What follows belongs to an exercise in optimizing a design on an open flow for small area; a production flow would make more cautious choices.
Only simulation tests tie the RTL to the original design; equivalence was not proved.
Power and IR drop assume default switching activity.

File: design/flow/run.sh
#!/bin/bash
# synth_recipe.tcl (not shown) runs the flow's synth.tcl, then flattens the netlist and writes it again
# the make line also repeats each setting of config.mk as NAME=value (left out here)
make -C /OpenROAD-flow-scripts/flow DESIGN_CONFIG=/design/flow/config.mk WORK_HOME=/design/flow/orfs CLKGATE_MAP_FILE= SYNTH_SCRIPT=/design/flow/synth_recipe.tcl finish
File: design/flow/config.mk
export PLATFORM = sky130hd
export DESIGN_NAME = mipsCore
export DESIGN_NICKNAME = mipsCore
export VERILOG_FILES = /design/flow/design.v
export SDC_FILE = /design/flow/constraint.sdc
export NUM_CORES = 4
export LEC_CHECK = 0
export CAP_MARGIN = 40
export CORE_MARGIN = 2
export CORE_UTILIZATION = 60
export CTS_BUF_LIST = sky130_fd_sc_hd__clkbuf_8
export CTS_CLUSTER_DIAMETER = 80
export CTS_CLUSTER_SIZE = 20
export PLACE_DENSITY = 0.7
export SLEW_MARGIN = 40
File: design/flow/constraint.sdc
create_clock -name core_clock -period 10.0 [get_ports {clk}]
set_input_delay 2.0000 -clock core_clock [delete_from_list [all_inputs] [get_ports {clk}]]
set_output_delay 2.0000 -clock core_clock [all_outputs]
set_load 0.01 [all_outputs]
File: design/flow/design.v
`timescale 1ns/1ps
package mipsIsaPkg;
    typedef logic [4:0] regIdx_t;
    typedef struct packed {
        logic [5:0] opcode;
        regIdx_t    rs;
        regIdx_t    rt;
        regIdx_t    rd;
        logic [4:0] shamt;
        logic [5:0] funct;
    } instr_t;
    localparam logic [5:0] opRtype = 6'h00;
    localparam logic [5:0] opJ     = 6'h02;
    localparam logic [5:0] opBeq   = 6'h04;
    localparam logic [5:0] opBne   = 6'h05;
    localparam logic [5:0] opAddi  = 6'h08;
    localparam logic [5:0] opAndi  = 6'h0c;
    localparam logic [5:0] opOri   = 6'h0d;
    localparam logic [5:0] fnSll   = 6'h00;
    localparam logic [5:0] fnSrl   = 6'h02;
    localparam logic [5:0] fnAdd   = 6'h20;
    localparam logic [5:0] fnSub   = 6'h22;
    localparam logic [5:0] fnAnd   = 6'h24;
    localparam logic [5:0] fnOr    = 6'h25;
    localparam logic [5:0] fnXor   = 6'h26;
    localparam logic [5:0] fnSlt   = 6'h2a;
    typedef enum logic [2:0] {
        aluAdd, aluSub, aluAnd, aluOr, aluXor, aluSlt, aluSll, aluSrl
    } aluOp_t;
endpackage
`timescale 1ns/1ps
package mipsPipePkg;
    typedef struct packed {
        logic [2:0] aluOp;       
        logic   useImm;      
        logic   regWrite;
        logic   beq;
        logic   bne;
        logic   jump;
    } ctrl_t;
    typedef struct packed {
        logic                    valid;
        ctrl_t                   ctrl;
        logic [4:0]              rs;
        logic [4:0]              rt;
        logic [32-1:0] rsVal;
        logic [32-1:0] rtVal;
        logic [32-1:0] imm;       
        logic [4:0]              dest;
        logic [4:0]              shamt;
        logic [32-1:0] nextPc;    
        logic [25:0]             jumpIdx;
    } idEx_t;
    typedef struct packed {
        logic                    valid;
        logic [4:0]              dest;
        logic [32-1:0] data;
    } wbPort_t;
endpackage
`timescale 1ns/1ps
module mipsCore (
    input  logic                    clk,
    input  logic                    rst_n,
    input  logic [31:0]             instr,
    output logic [32-1:0] instrAddr,
    output logic                    wbValid,
    output logic [4:0]              wbDest,
    output logic [32-1:0] wbData
);
    logic [4:0]  cnt;       
    logic        p2;        
    logic        clr;       
    logic        halt;      
    logic [9:0]  pc;        
    logic        c;         
    logic        eqa;       
    logic [31:0] W;         
    assign instrAddr = {20'd0, pc, 2'b00};
    assign wbData    = W;
    logic [5:0] op, fn;
    logic [4:0] rs, rt, rd, sh, dest;
    assign op = instr[31:26];
    assign rs = instr[25:21];
    assign rt = instr[20:16];
    assign rd = instr[15:11];
    assign sh = instr[10:6];
    assign fn = instr[5:0];
    logic isR, fAdd, fSub, fAnd, fOr, fXor, fSlt, fSll, fSrl;
    logic iAddi, iAndi, iOri, iBeq, iBne, iJ;
    assign isR   = (op == 6'h00);
    assign fAdd  = isR && fn == 6'h20;
    assign fSub  = isR && fn == 6'h22;
    assign fAnd  = isR && fn == 6'h24;
    assign fOr   = isR && fn == 6'h25;
    assign fXor  = isR && fn == 6'h26;
    assign fSlt  = isR && fn == 6'h2a;
    assign fSll  = isR && fn == 6'h00;
    assign fSrl  = isR && fn == 6'h02;
    assign iAddi = (op == 6'h08);
    assign iAndi = (op == 6'h0c);
    assign iOri  = (op == 6'h0d);
    assign iBeq  = (op == 6'h04);
    assign iBne  = (op == 6'h05);
    assign iJ    = (op == 6'h02);
    logic doAdd, doSub, doAnd, doOr, useImm, twoPass, wr;
    assign doAdd   = fAdd | iAddi;
    assign doSub   = fSub | fSlt;
    assign doAnd   = fAnd | iAndi;
    assign doOr    = fOr  | iOri;
    assign useImm  = iAddi | iAndi | iOri;
    assign twoPass = fSlt | fSll | fSrl;
    assign dest    = isR ? rd : rt;
    assign wr      = (fAdd | fSub | fAnd | fOr | fXor | fSlt | fSll | fSrl | useImm) && dest != 5'd0;
    logic [31:0] heads;      
    logic        d;          
    logic        wen;        
    logic [4:0]  bAddr;
    logic        aBit, bBit;
    assign heads[0] = 1'b0;
    genvar k;
    generate
        for (k = 1; k < 32; k++) begin : g_reg
            logic [31:0] r;
            assign heads[k] = r[0];
            always_ff @(posedge clk) begin
                r <= {(clr || (wen && dest == k)) ? d : r[0], r[31:1]};
            end
        end
    endgenerate
    assign bAddr = (p2 && fSll) ? rd : rt;    
    assign aBit  = heads[rs];
    assign bBit  = heads[bAddr];
    logic immBit, opB, bx, cin, sum, cout, lt, res;
    assign immBit = cnt[4] ? (iAddi & instr[15]) : instr[cnt[3:0]];
    assign opB    = useImm ? immBit : bBit;
    assign bx     = opB ^ doSub;
    assign cin    = (cnt == 5'd0) ? doSub : c;
    assign sum    = aBit ^ bx ^ cin;
    assign cout   = (aBit & bx) | (aBit & cin) | (bx & cin);
    assign lt     = (aBit ^ bBit) ? aBit : sum;
    always_comb begin
        if (doAdd | doSub)   res = sum;
        else if (doAnd)      res = aBit & opB;
        else if (doOr)       res = aBit | opB;
        else                 res = aBit ^ opB;
    end
    logic [31:0] V;
    logic [4:0]  tapSel, iCmp;
    logic        tap, mask;
    assign V      = {bBit, W[31:1]};
    assign tapSel = fSll ? ~sh : sh - 5'd1;
    assign iCmp   = fSll ? cnt : ~cnt;
    assign mask   = iCmp < sh;
    assign tap    = mask ? 1'b0 : V[tapSel];
    logic wPass, wFromB;
    always_comb begin
        if (clr)            d = 1'b0;
        else if (fSlt)      d = (cnt == 5'd0) & c;
        else if (fSll | fSrl) d = tap;
        else                d = res;
    end
    assign wPass  = twoPass ? (fSll ? !p2 : p2) : 1'b1;
    assign wen    = !halt && wr && wPass;
    assign wFromB = fSll | (fSrl & !p2);
    always_ff @(posedge clk) begin
        W      <= {wFromB ? bBit : d, W[31:1]};
        wbDest <= dest;
        c      <= (cnt == 5'd31) ? lt : cout;
        eqa    <= ((cnt == 5'd0) | eqa) & (aBit == bBit);
    end
    logic        lastPass, taken, eq;
    logic [16:0] tgt;
    logic [9:0]  npc;
    logic        nOut;
    assign lastPass = !twoPass || p2;
    assign eq       = ((cnt == 5'd0) | eqa) & (aBit == bBit);
    assign taken    = (iBeq & eq) | (iBne & !eq);
    assign tgt      = ({7'd0, pc, 1'b1} + {taken ? {{2{instr[15]}}, instr[14:0]} : 17'd0, 1'b1}) >> 1;
    always_comb begin
        if (iJ) begin
            npc  = instr[9:0];
            nOut = |instr[25:10];
        end else begin
            npc  = tgt[9:0];
            nOut = |tgt[16:10];
        end
    end
    always_ff @(posedge clk or negedge rst_n) begin
        if (!rst_n) begin
            cnt     <= 5'd0;
            p2      <= 1'b0;
            clr     <= 1'b1;
            halt    <= 1'b0;
            pc      <= 10'd0;
            wbValid <= 1'b0;
        end else begin
            cnt     <= cnt + 5'd1;
            wbValid <= 1'b0;
            if (cnt == 5'd31) begin
                clr <= 1'b0;
                if (!clr && !halt) begin
                    if (lastPass) begin
                        p2      <= 1'b0;
                        pc      <= npc;
                        halt    <= nOut;
                        wbValid <= wr;
                    end else begin
                        p2 <= 1'b1;
                    end
                end
            end
        end
    end
endmodule
==> results of run 1 <==
-- power by group through the flow --
stage	clock network, W	logic, W	registers (W)
after global routing	0.00191	0.000172	0.00422
after detailed placement	0	0.000160	0.00431
after global placement	0	0.000160	0.00431
final	0.00171	0.000160	0.00422
after floorplan	0	0.0000757	0.00432
after CTS	0.00178	0.000161	0.00422
-- registers in the layout, indices dropped and copies added, names as in the netlist --
register and flops:
clr 1, W 32, wbDest 5, g.r 992, pc 10, halt 1, p2 1, eqa 1
c 1, cnt 5, wbValid 1
-- critical path: cells and delay by family --
family | cells | cell delay (ns)
fa+ha+maj | 3 | 0.97
xor+xnor | 1 | 0.17
simple gates | 6 | 1.60
mux | 4 | 1.31
buf+inv | 6 | 1.43
compound gates | 9 | 1.71
-- cells by family after synthesis --
logic type / count (synthesis)
DFF: 1050
and+or+nand+nor: 177
xor gates and xnor gates: 16
AOI/OAI and AO/OA: 160
other: 1
muxes: 72
buffers and inverters: 72
adders and majority gates: 24
-- worst max path at each step --
stage | endpoint | slack [ns] | from
after floorplan | halt$_DFFE_PN0P_ | 1.70 | instr[27]
after global placement | halt$_DFFE_PN0P_ | 0.85 | instr[27]
after detailed placement | halt$_DFFE_PN0P_ | 0.79 | instr[27]
after CTS | halt$_DFFE_PN0P_ | 1.48 | instr[27]
after global routing | halt$_DFFE_PN0P_ | 1.01 | instr[27]
final | halt$_DFFE_PN0P_ | 1.39 | instr[27]
-- routing by layer --
metal	vias up	part of all wire, %
li1	5378	-
met1	5169	51
met5	-	0.034
met3	80	4.9
met4	2	2.7
met2	253	42
-- stage by stage --
step | hold WS (ns) | power [W]
2_1_floorplan | 0.310 | 0.00439
6_report | 0.325 | 0.00609
5_1_grt | 0.332 | 0.00631
4_1_cts | 0.324 | 0.00616
3_3_place_gp | 0.310 | 0.00447
3_5_place_dp | 0.312 | 0.00447
-- cells in the final DEF (no fill, tap or decap), drive strengths merged, types with 21 or more instances in the layout --
| cell type | n |
|---|---|
| ha | 21 |
| nor3 | 29 |
| clkdlybuf4s50 | 80 |
| dfxtp | 1031 |
| clkbuf | 60 |
| o21ai | 42 |
| mux2i | 43 |
| conb | 22 |
| o211ai | 32 |
| nand2 | 51 |
| a21oi | 27 |
| nor2 | 44 |
| inv | 34 |
-- final cells by class --
type	count	area, µm²	share of cell area, %
tap	532	666	2.45
multi-input combinational	471	3520	12.9
timing repair buffer	92	892	3.28
sequential	1050	21100	77.6
inverter	26	97.6	0.358
clock inverter	11	105	0.386
clock buffer	60	826	3.03
==> notes.md, run 1 <==
met3 demand-to-capacity share in global routing=3.30%; Core Box Area=40,900 µm²; Final Max Slew Viols=0; total via count in the routed design=10,900; Final Hold Vio Count=0; adder and majority gate portion of the synthesized area=1.26%; share of total power consumed by net switching=20.2%; switching power of the nets=0.00123 W; Worst Reg2Reg Path Length in Cells=25; setup clock skew after layout=0.0207 ns; Initial Utilization=between 60% and 70%; crit-path max FO=12; number of filler cells placed in the layout=slightly below 3,000; residual overflow from global routing=0; unrepaired setup endpoints after global routing=no; result of the run=timing/DRC/antenna clean; worst-skew pair later-pin latency=around 0.7 ns; worst slew pin tran=0.692 ns; number of distinct library cells after synthesis=between 70 and 80; Vias per Instance=4.85; simple logic cell fraction of the synthesized area=~3.5%; number of inserted diodes=0; cell with the most instances after synthesis=sky130_fd_sc_hd__dfxtp_1; instance count of the mapped netlist=1,572; sequential element share of the synthesized area=84.7%; wire length of the first global-routing pass=60,300 µm; cell-internal power=0.00486 W; library cell contributing the largest single delay on the critical path=sky130_fd_sc_hd__or4_4; capturing element type of the critical path=register; Total Routed Length=38,300 µm; vias in the first global route=10,800; number of buffers on the longest clock path=3; clock tree from TritonCTS=done; number of maximum-capacitance violations=0; die outline width=between 200 and 250 µm; power share of the clock group=28.1%; EDFF count, synth=0; pin count of the biggest net entering global routing=34; kind of critical path=primary input to register; TritonCTS Sinks=roughly 1,100; commonest cells in the synthesized netlist=1,031 x sky130_fd_sc_hd__dfxtp_1, 51 x sky130_fd_sc_hd__nand2_1, 43 x sky130_fd_sc_hd__mux2i_1, 43 x sky130_fd_sc_hd__nor2_1, 42 x sky130_fd_sc_hd__o21ai_0; Num CTS Buffers=59; gpl congestion=around 0.85; placed cell areas=26,300 µm²; Post-synth top flop=sky130_fd_sc_hd__dfxtp_1; Worst Setup Slack, final=between 1 and 1.5 ns; Detailed Place HPWL=25,400 µm; cell area after synthesis=~25,000 µm²; worst supply voltage drop on vdd=0.185 mV; type of element launching the critical path=primary input; P per Cell Area=224 nW/µm²; Max-Slew Margin vs Limit=52.6%; signed area change from the synthesized netlist to the final layout=9.25%; Initial DRC Count=670; Pre-Repair DR Iteration Count=5; portion of total power attributed to combinational logic=2.6%; count of cells along the worst hold path=0; source of the worst register-to-register timing path=p2$_DFFE_PN0P_; Post-DRT Antenna Nets=0; Reg clk slew, reported paths=roughly 0.12 ns; fraction of final layout cells with drive strength greater than 1=7.78%; number of synthesized register bits=1,050; sequential group share of total power=69.2%; area share of the leading cell type in the synthesized netlist=between 80% and 90%; maximum frequency from static timing analysis=0.116 GHz; Root Buffer Master=sky130_fd_sc_hd__clkbuf_8; final non-filler cell area=27,200 µm²; clock period minus worst slack=8.61 ns; fraction of the mapped netlist area in compound gates=approximately 4.6%; setup slack, reg-to-reg=between 4 and 5 ns; multiplexer share of the synthesized area=3.90%; hold bufs inserted after CTS=0; number of primary I/O pins=104; syn_area_per_cell=around 16 µm²; final core utilization=between 60 and 70%; Period Utilization, post-route=between 80% and 90%; ys async rst share=1.81%; DRC violation count after routing=0; setup TNS=0 ns; Leakage Power=10.8 nW; longest individual stage delay on the worst path=0.64 ns; main combinational cell family by area after synthesis=compound AO/OA/AOI/OAI gates; area leader, netlist=sky130_fd_sc_hd__dfxtp_1; met2 Usage GRT=26.3%; placed insts=2,171; crit path DAT=9.23 ns; largest cells by area after synthesis=sky130_fd_sc_hd__dfxtp_1 83%, sky130_fd_sc_hd__dfrtp_1 1.8%, sky130_fd_sc_hd__mux2i_1 1.7%; input/output buffers=81; Layout Cells excl Fill=2,242; antenna violations before repair=2; Chip Height=208 µm; worst min-delay path category=register to register; post-CTS setup buffer count=0; number of synthesis warnings=1; start point of the worst min-delay path=g_reg[24].r[10]$_DFF_P_; per-cell routed wire length=17.1 µm; number of nets in the layout=around 1,800; Setup-failing EPs final=0; required time of the critical path=roughly 11 ns; site row count=74; post-synthesis xor/xnor area fraction=less than 1%; Clock H-tree levels=2; global-route total usage across every layer=17.9%; most crowded layer after global routing=met1; hold endpoint=g_reg[24].r[9]$_DFF_P_; number of gates resized after CTS=0; worst r2r dst=halt$_DFFE_PN0P_; placement-stage worst setup slack=0.790 ns; met1 Usage GRT=27.0%; area enclosed by the die boundary=43,200 µm²
==> run 2: changes to the inputs <==
--- a/design/flow/config.mk
+++ b/design/flow/config.mk
@@ -8,8 +8,8 @@
 export CAP_MARGIN = 40
 export CORE_MARGIN = 2
 export CORE_UTILIZATION = 60
-export CTS_BUF_LIST = sky130_fd_sc_hd__clkbuf_8
-export CTS_CLUSTER_DIAMETER = 80
-export CTS_CLUSTER_SIZE = 20
+export CTS_BUF_LIST = sky130_fd_sc_hd__clkbuf_16
+export CTS_CLUSTER_DIAMETER = 100
+export CTS_CLUSTER_SIZE = 30
 export PLACE_DENSITY = 0.7
 export SLEW_MARGIN = 40
==> notes.md, run 2 <==
Max-Slew Margin vs Limit=47.9% (-4.7 points); global-route total usage across every layer=18.4% (+0.47 points); DRC violation count after routing=0 (unchanged); source of the worst register-to-register timing path=p2$_DFFE_PN0P_; area leader, netlist=sky130_fd_sc_hd__dfxtp_1; worst r2r dst=halt$_DFFE_PN0P_; Initial DRC Count=684 (+2.1%); Final Hold Vio Count=0 (unchanged); maximum frequency from static timing analysis=0.115 GHz (-0.88%); signed area change from the synthesized netlist to the final layout=10.0%; worst-skew pair later-pin latency=0.58 ns (-0.10 ns); number of nets in the layout=1,739 (-1.0%); leading registers by flop count=g.r x992, W x32, pc x10; worst min-delay path category=register to register; TritonCTS Sinks=1,050 (unchanged); number of synthesis warnings=1 (unchanged); hold bufs inserted after CTS=0 (unchanged); Post-DRT Antenna Nets=0 (unchanged); EDFF count, synth=0 (unchanged); unrepaired setup endpoints after global routing=no; area enclosed by the die boundary=43,200 µm² (unchanged); Setup-failing EPs final=0 (unchanged); fraction of final layout cells with drive strength greater than 1=6.63% (-1.2 points); Vias per Instance=4.86 (+0.15%); input/output buffers=81 (unchanged); number of gates resized after CTS=0 (unchanged); Final Max Slew Viols=0 (unchanged); syn_area_per_cell=15.9 µm² (unchanged); Reg clk slew, reported paths=0.11 ns (about the same); clock period minus worst slack=8.68 ns (+0.0764 ns); number of distinct library cells after synthesis=76 (unchanged); crit-path max FO=12 (unchanged); area share of the leading cell type in the synthesized netlist=82.8% (unchanged); pin count of the biggest net entering global routing=34 (unchanged); antenna violations before repair=1 (-1); ys async rst share=1.81% (unchanged); required time of the critical path=10.52 ns (-0.10 ns); total via count in the routed design=10,800 (-0.74%); placement-stage worst setup slack=0.790 ns (unchanged); type of element launching the critical path=primary input; Clock H-tree levels=2 (unchanged); vias in the first global route=10,800 (-0.40%); setup clock skew after layout=0.0211 ns (+0.000419 ns); number of inserted diodes=0 (unchanged); number of primary I/O pins=104 (unchanged); Root Buffer Master=sky130_fd_sc_hd__clkbuf_16; leading cell type in the layout, fill and taps excluded=sky130_fd_sc_hd__dfxtp_1; instance count of the mapped netlist=1,572 (unchanged); Leakage Power=10.9 nW (+0.74%); Period Utilization, post-route=86.8% (+0.76 points); worst supply voltage drop on vdd=0.214 mV (+16%); residual overflow from global routing=0 (unchanged); largest register by flop count=g.r; Chip Height=208 µm (unchanged); wire length of the first global-routing pass=61,400 µm (+1.8%); post-CTS setup buffer count=0 (unchanged); commonest cells after routing, fill and taps aside=1,031 x sky130_fd_sc_hd__dfxtp_1, 80 x sky130_fd_sc_hd__clkdlybuf4s50_1, 51 x sky130_fd_sc_hd__nand2_1; Num CTS Buffers=41 (-31%); clock tree from TritonCTS=done; number of buffers on the longest clock path=3 (unchanged); result of the run=timing/DRC/antenna clean; gpl congestion=0.845 (unchanged); hold endpoint=g_reg[13].r[30]$_DFF_P_; Initial Utilization=60.9% (unchanged); commonest cells in the synthesized netlist=1,031 x sky130_fd_sc_hd__dfxtp_1, 51 x sky130_fd_sc_hd__nand2_1, 43 x sky130_fd_sc_hd__mux2i_1, 43 x sky130_fd_sc_hd__nor2_1, 42 x sky130_fd_sc_hd__o21ai_0; max reg flops=992 (unchanged); Total Routed Length=39,400 µm (+2.8%); Worst Setup Slack, final=1.32 ns (-0.0764 ns); site row count=74 (unchanged); total power=0.00630 W (+3.4%); P per Cell Area=230 nW/µm² (+2.7%); setup slack, reg-to-reg=4.31 ns (+0.03 ns); cell area after synthesis=24,900 µm² (unchanged); capturing element type of the critical path=register; Worst Reg2Reg Path Length in Cells=25 (unchanged); die outline width=208 µm (unchanged); setup TNS=0 ns (unchanged); worst slew pin tran=0.772 ns (+0.0797 ns); Core Box Area=40,900 µm² (unchanged); Post-synth top flop=sky130_fd_sc_hd__dfxtp_1; Pre-Repair DR Iteration Count=5 (unchanged); library cell contributing the largest single delay on the critical path=sky130_fd_sc_hd__or4_4; number of maximum-capacitance violations=0 (unchanged); cell with the most instances after synthesis=sky130_fd_sc_hd__dfxtp_1; longest individual stage delay on the worst path=0.64 ns (about the same); count of cells along the worst hold path=0 (unchanged); start point of the worst min-delay path=g_reg[13].r[31]$_DFF_P_; per-cell routed wire length=17.7 µm (+3.7%); sequential element share of the synthesized area=84.7% (unchanged); largest cells by area after synthesis=sky130_fd_sc_hd__dfxtp_1 83%, sky130_fd_sc_hd__dfrtp_1 1.8%, sky130_fd_sc_hd__mux2i_1 1.7%; Detailed Place HPWL=25,400 µm (unchanged); crit path DAT=9.21 ns (-0.02 ns); kind of critical path=primary input to register; number of synthesized register bits=1,050 (unchanged)
## run 2: area by class of cell
cell class / instances / area (µm²)
fillers: 2831 / 13500
clock buffers: 42 / 1050
flip-flops and latches: 1050 / 21100
well taps: 532 / 666
inverters: 26 / 97.6
multi-input cells: 471 / 3520
repair buffers: 92 / 892
clock inverters: 9 / 77.6
## run 2: logic make-up (layout without fill, tap and decap cells)
| kind of cell | after synthesis | after routing | synth area share [%] |
|---|---|---|---|
| fa+ha+maj | 24 | 24 | 1.26 |
| buf+inv | 72 | 169 | 1.48 |
| flops | 1050 | 1050 | 84.7 |
| xor+xnor | 16 | 16 | 0.562 |
| other cells | 1 | 22 | 0.0150 |
| mux | 72 | 72 | 3.90 |
| compound gates | 160 | 160 | 4.56 |
| simple gates | 177 | 177 | 3.48 |
## run 2: critical path: cells and delay by family
kind / cells / cell delay, ns
AO/OA/AOI/OAI: 9 / 1.70
adder cells (fa/ha/maj): 3 / 0.97
buffers and inverters: 6 / 1.45
multiplexers: 4 / 1.30
XOR/XNOR: 1 / 0.17
AND/OR/NAND/NOR: 6 / 1.59
## run 2: layer usage
metal | share of wire, % | GRT usage [%] | up-vias
met5 | 0.033 | 0 | -
met4 | 2.0 | 4.92 | 2
met3 | 4.4 | 3.54 | 57
met2 | 43 | 28.0 | 223
met1 | 50 | 27.2 | 5169
li1 | - | - | 5350
## run 2: per-stage QoR
stage	instances	util [%]	area [µm²]	hold WS, ns
after floorplan	1593	-	25000	0.310
after global placement	2169	64.2	26300	0.310
after detailed placement	2171	64.2	26300	0.312
after CTS	2222	67.0	27400	0.322
after global routing	2222	67.0	27400	0.335
final	2222	67.0	27400	0.323
## run 2: power by group
group / internal [W] / switching, W
clock network: 0.000773 / 0.00115
registers: 0.00420 / 0.0000158
logic: 0.0000751 / 0.0000855
total: 0.00505 / 0.00125
## run 2: how the worst max path moves through the flow
stage,start,end,depth (start not counted)
after global placement,instr[27],halt$_DFFE_PN0P_,29
after floorplan,instr[27],halt$_DFFE_PN0P_,29
after global routing,instr[27],halt$_DFFE_PN0P_,29
after detailed placement,instr[27],halt$_DFFE_PN0P_,29
after CTS,instr[27],halt$_DFFE_PN0P_,29
final,instr[27],halt$_DFFE_PN0P_,29
==> run 3: changes to the inputs <==
==> design/flow/config.mk (replaced) <==
export PLATFORM = sky130hd
export DESIGN_NAME = mipsCore
export DESIGN_NICKNAME = mipsCore
export VERILOG_FILES = /design/flow/design.v
export SDC_FILE = /design/flow/constraint.sdc
export NUM_CORES = 4
export LEC_CHECK = 0
export CAP_MARGIN = 40
export CORE_MARGIN = 2
export CORE_UTILIZATION = 40
export PLACE_DENSITY = 0.6
export SLEW_MARGIN = 40
==> notes.md, run 3 <==
met1 Usage GRT=17.6% (-9.6 points); worst supply voltage drop on vdd=0.156 mV (-27%); Post-synth top flop=sky130_fd_sc_hd__dfxtp_1; Vias per Instance=4.25 (-13%); commonest cells after routing, fill and taps aside=1,031 x sky130_fd_sc_hd__dfxtp_1, 97 x sky130_fd_sc_hd__clkbuf_16, 80 x sky130_fd_sc_hd__clkdlybuf4s50_1; post-CTS setup buffer count=0 (unchanged); Root Buffer Master=sky130_fd_sc_hd__clkbuf_16; largest cells by area after synthesis=sky130_fd_sc_hd__dfxtp_1 83%, sky130_fd_sc_hd__dfrtp_1 1.8%, sky130_fd_sc_hd__mux2i_1 1.7%; signed area change from the synthesized netlist to the final layout=19.3%; instance count of the mapped netlist=1,572 (unchanged); leading cell type in the layout, fill and taps excluded=sky130_fd_sc_hd__dfxtp_1; vias in the first global route=11,300 (+5.5%); Max-Slew Margin vs Limit=48.4% (+0.57 points); global-route total usage across every layer=12.7% (-5.7 points); library cell contributing the largest single delay on the critical path=sky130_fd_sc_hd__or4_4; crit path DAT=9.08 ns (-0.13 ns); multiplexer share of the synthesized area=3.90% (unchanged); total via count in the routed design=11,200 (+4.1%); type of element launching the critical path=primary input; Leakage Power=11.9 nW (+8.7%); capturing element type of the critical path=register; worst-skew pair later-pin latency=0.62 ns (+0.04 ns); commonest cells in the synthesized netlist=1,031 x sky130_fd_sc_hd__dfxtp_1, 51 x sky130_fd_sc_hd__nand2_1, 43 x sky130_fd_sc_hd__mux2i_1, 43 x sky130_fd_sc_hd__nor2_1, 42 x sky130_fd_sc_hd__o21ai_0; Final Hold Vio Count=0 (unchanged); placed insts=2,478 (+14%); leading registers by flop count=g.r x992, W x32, pc x10; Pre-Repair DR Iteration Count=4 (-1); final core utilization=48.3% (-19 points); area leader, netlist=sky130_fd_sc_hd__dfxtp_1; number of nets in the layout=1,794 (+3.2%); number of filler cells placed in the layout=5,218 (+84%); maximum frequency from static timing analysis=0.117 GHz (+1.7%); setup TNS=0 ns (unchanged); number of distinct library cells after synthesis=76 (unchanged); Layout Cells excl Fill=2,648 (+19%); unrepaired setup endpoints after global routing=no; cell area after synthesis=24,900 µm² (unchanged); die outline width=254 µm (+22%); antenna violations before repair=2 (+1); area enclosed by the die boundary=64,300 µm² (+49%); gpl congestion=0.834 (-1.3%); most crowded layer after global routing=met2; crit-path max FO=11 (-1); Reg clk slew, reported paths=0.06 ns (-0.05 ns); pin count of the biggest net entering global routing=33 (-2.9%); adder and majority gate portion of the synthesized area=1.26% (unchanged); cell with the most instances after synthesis=sky130_fd_sc_hd__dfxtp_1; Clock H-tree levels=3 (+1); Core Box Area=61,600 µm² (+51%); Detailed Place HPWL=26,200 µm (+3.1%); DRC violation count after routing=0 (unchanged); TritonCTS Sinks=1,050 (unchanged); number of synthesized register bits=1,050 (unchanged); post-synthesis xor/xnor area fraction=0.562% (unchanged); clock tree from TritonCTS=done; met2 Usage GRT=18.7% (-9.3 points); area share of the leading cell type in the synthesized netlist=82.8% (unchanged); number of buffers on the longest clock path=3 (unchanged); fraction of final layout cells with drive strength greater than 1=11.9% (+5.3 points); number of primary I/O pins=104 (unchanged); worst slew pin tran=0.767 ns (-0.00431 ns); max reg flops=992 (unchanged); per-cell routed wire length=15.0 µm (-15%); Total Routed Length=39,800 µm (+1.2%); Chip Height=254 µm (+22%); simple logic cell fraction of the synthesized area=3.48% (unchanged); largest register by flop count=g.r; wire length of the first global-routing pass=62,800 µm (+2.1%); met3 demand-to-capacity share in global routing=3.27% (-0.27 points); longest individual stage delay on the worst path=0.64 ns (about the same); number of synthesis warnings=1 (unchanged); Setup-failing EPs final=0 (unchanged); Period Utilization, post-route=85.4% (-1.5 points); worst min-delay path category=register to register; site row count=91 (+23%); Worst Setup Slack, final=1.46 ns (+0.148 ns); Initial DRC Count=499 (-27%); clock period minus worst slack=8.54 ns (-0.148 ns); main combinational cell family by area after synthesis=compound AO/OA/AOI/OAI gates; number of gates resized after CTS=0 (unchanged); ys async rst share=1.81% (unchanged); setup clock skew after layout=0.0135 ns (-0.00760 ns); input/output buffers=81 (unchanged); placement-stage worst setup slack=0.849 ns (+0.0589 ns); hold bufs inserted after CTS=0 (unchanged); fraction of the mapped netlist area in compound gates=4.56% (unchanged); Final Max Slew Viols=0 (unchanged); result of the run=timing/DRC/antenna clean; Initial Utilization=40.5% (-20 points); kind of critical path=primary input to register; residual overflow from global routing=0 (unchanged); required time of the critical path=10.55 ns (+0.03 ns); Num CTS Buffers=94 (+130%); syn_area_per_cell=15.9 µm² (unchanged); Post-DRT Antenna Nets=0 (unchanged); number of maximum-capacitance violations=0 (unchanged); P per Cell Area=263 nW/µm² (+14%); EDFF count, synth=0 (unchanged); sequential element share of the synthesized area=84.7% (unchanged)
[run 3: cell counts after synthesis]
Identical to the previous run, type by type.
[run 3: critical path: cells and delay by family]
family	cells	cell delay [ns]
AOI/OAI and AO/OA	9	1.69
xor gates and xnor gates	1	0.17
adders and majority gates	3	0.81
buffers and inverters	6	1.32
muxes	4	1.50
and+or+nand+nor	6	1.58
[run 3: logic make-up after synthesis]
logic type,Yosys count
buffers and inverters,72
and+or+nand+nor,177
other,1
xor gates and xnor gates,16
AOI/OAI and AO/OA,160
adders and majority gates,24
DFF,1050
muxes,72
[run 3: worst paths after layout]
| path | startpoint | end | slack [ns] | cells past startpoint |
|---|---|---|---|---|
| setup / recovery | instr[27] | halt$_DFFE_PN0P_ | 1.46 | 29 |
| max in group asynchronous | rst_n | clr$_DFFE_PN1P_ | 8.27 | 1 |
| hold reg to reg | g_reg[8].r[18]$_DFF_P_ | g_reg[8].r[17]$_DFF_P_ | 0.31 | 0 |
| hold / removal | g_reg[8].r[18]$_DFF_P_ | g_reg[8].r[17]$_DFF_P_ | 0.31 | 0 |
| min in group asynchronous | rst_n | pc[0]$_DFFE_PN0P_ | 1.35 | 1 |
| setup reg to reg | p2$_DFFE_PN0P_ | halt$_DFFE_PN0P_ | 4.32 | 25 |
[run 3: report_power, final]
group | switching (W) | internal (W) | leakage [nW]
sequential | 0.0000159 | 0.00421 | 8.56
clock | 0.00143 | 0.00200 | 1.51
combinational | 0.0000877 | 0.0000753 | 1.79
total | 0.00154 | 0.00628 | 11.9
[run 3: final cells by class]
cell class | count | area (µm²) | area share (%)
clock buffers | 134 | 2750 | 9.24
inverters | 26 | 97.6 | 0.328
diodes | 2 | 5.00 | 0.0168
multi-input cells | 471 | 3520 | 11.8
clock inverters | 34 | 303 | 1.02
well taps | 837 | 1050 | 3.52
flip-flops and latches | 1050 | 21100 | 71.0
repair buffers | 94 | 903 | 3.04
[run 3: routing by layer]
metal  vias to the layer above  wire length (µm)
li1                       5530                 -
met1                      5366             20100
met2                       258             16400
met3                        88              2040
met4                         2              1250
met5                         -                13
[run 3: metrics by stage]
| stage | total power [W] | hold WS, ns | area [µm²] |
|---|---|---|---|
| finish | 0.00782 | 0.315 | 29700 |
| CTS | 0.00793 | 0.319 | 29700 |
| floorplan | 0.00439 | 0.310 | 25000 |
| detailed placement | 0.00448 | 0.312 | 26700 |
| global placement | 0.00448 | 0.310 | 26700 |
| global route | 0.00810 | 0.322 | 29700 |

==> re-timing with driven ports <==
No port has a modelled driver above. Below, the same layouts with a new extraction and two added sets of constraints.
Step 1, drivers: a clkbuf_16 drives clk and a buf_2 each remaining input, both assumed.
Step 2 times the ports against the registers' clock, not the clock port: input delays grow and output delays shrink by t, the midpoint of the rising clock arrivals with the driver on.
Slacks: ideal ports / drivers / drivers and shift; pairs: ideal ports / drivers.
run	t (ns)	setup WS [ns]	worst hold slack (ns)	clock arrival spread, ns
run 1	0.720	1.392 / 1.417 / 0.696	0.325 / 0.325 / 0.325	0.022 / 0.021
run 2	0.627	1.316 / 1.343 / 0.716	0.323 / 0.323 / 0.323	0.025 / 0.024
run 3	0.663	1.464 / 1.491 / 0.828	0.315 / 0.315 / 0.315	0.016 / 0.016
After both steps every run listed still meets setup and hold. For run 1, which loses most, drivers alone change the setup slack by +0.025 ns; drivers and shift together by -0.696 ns.
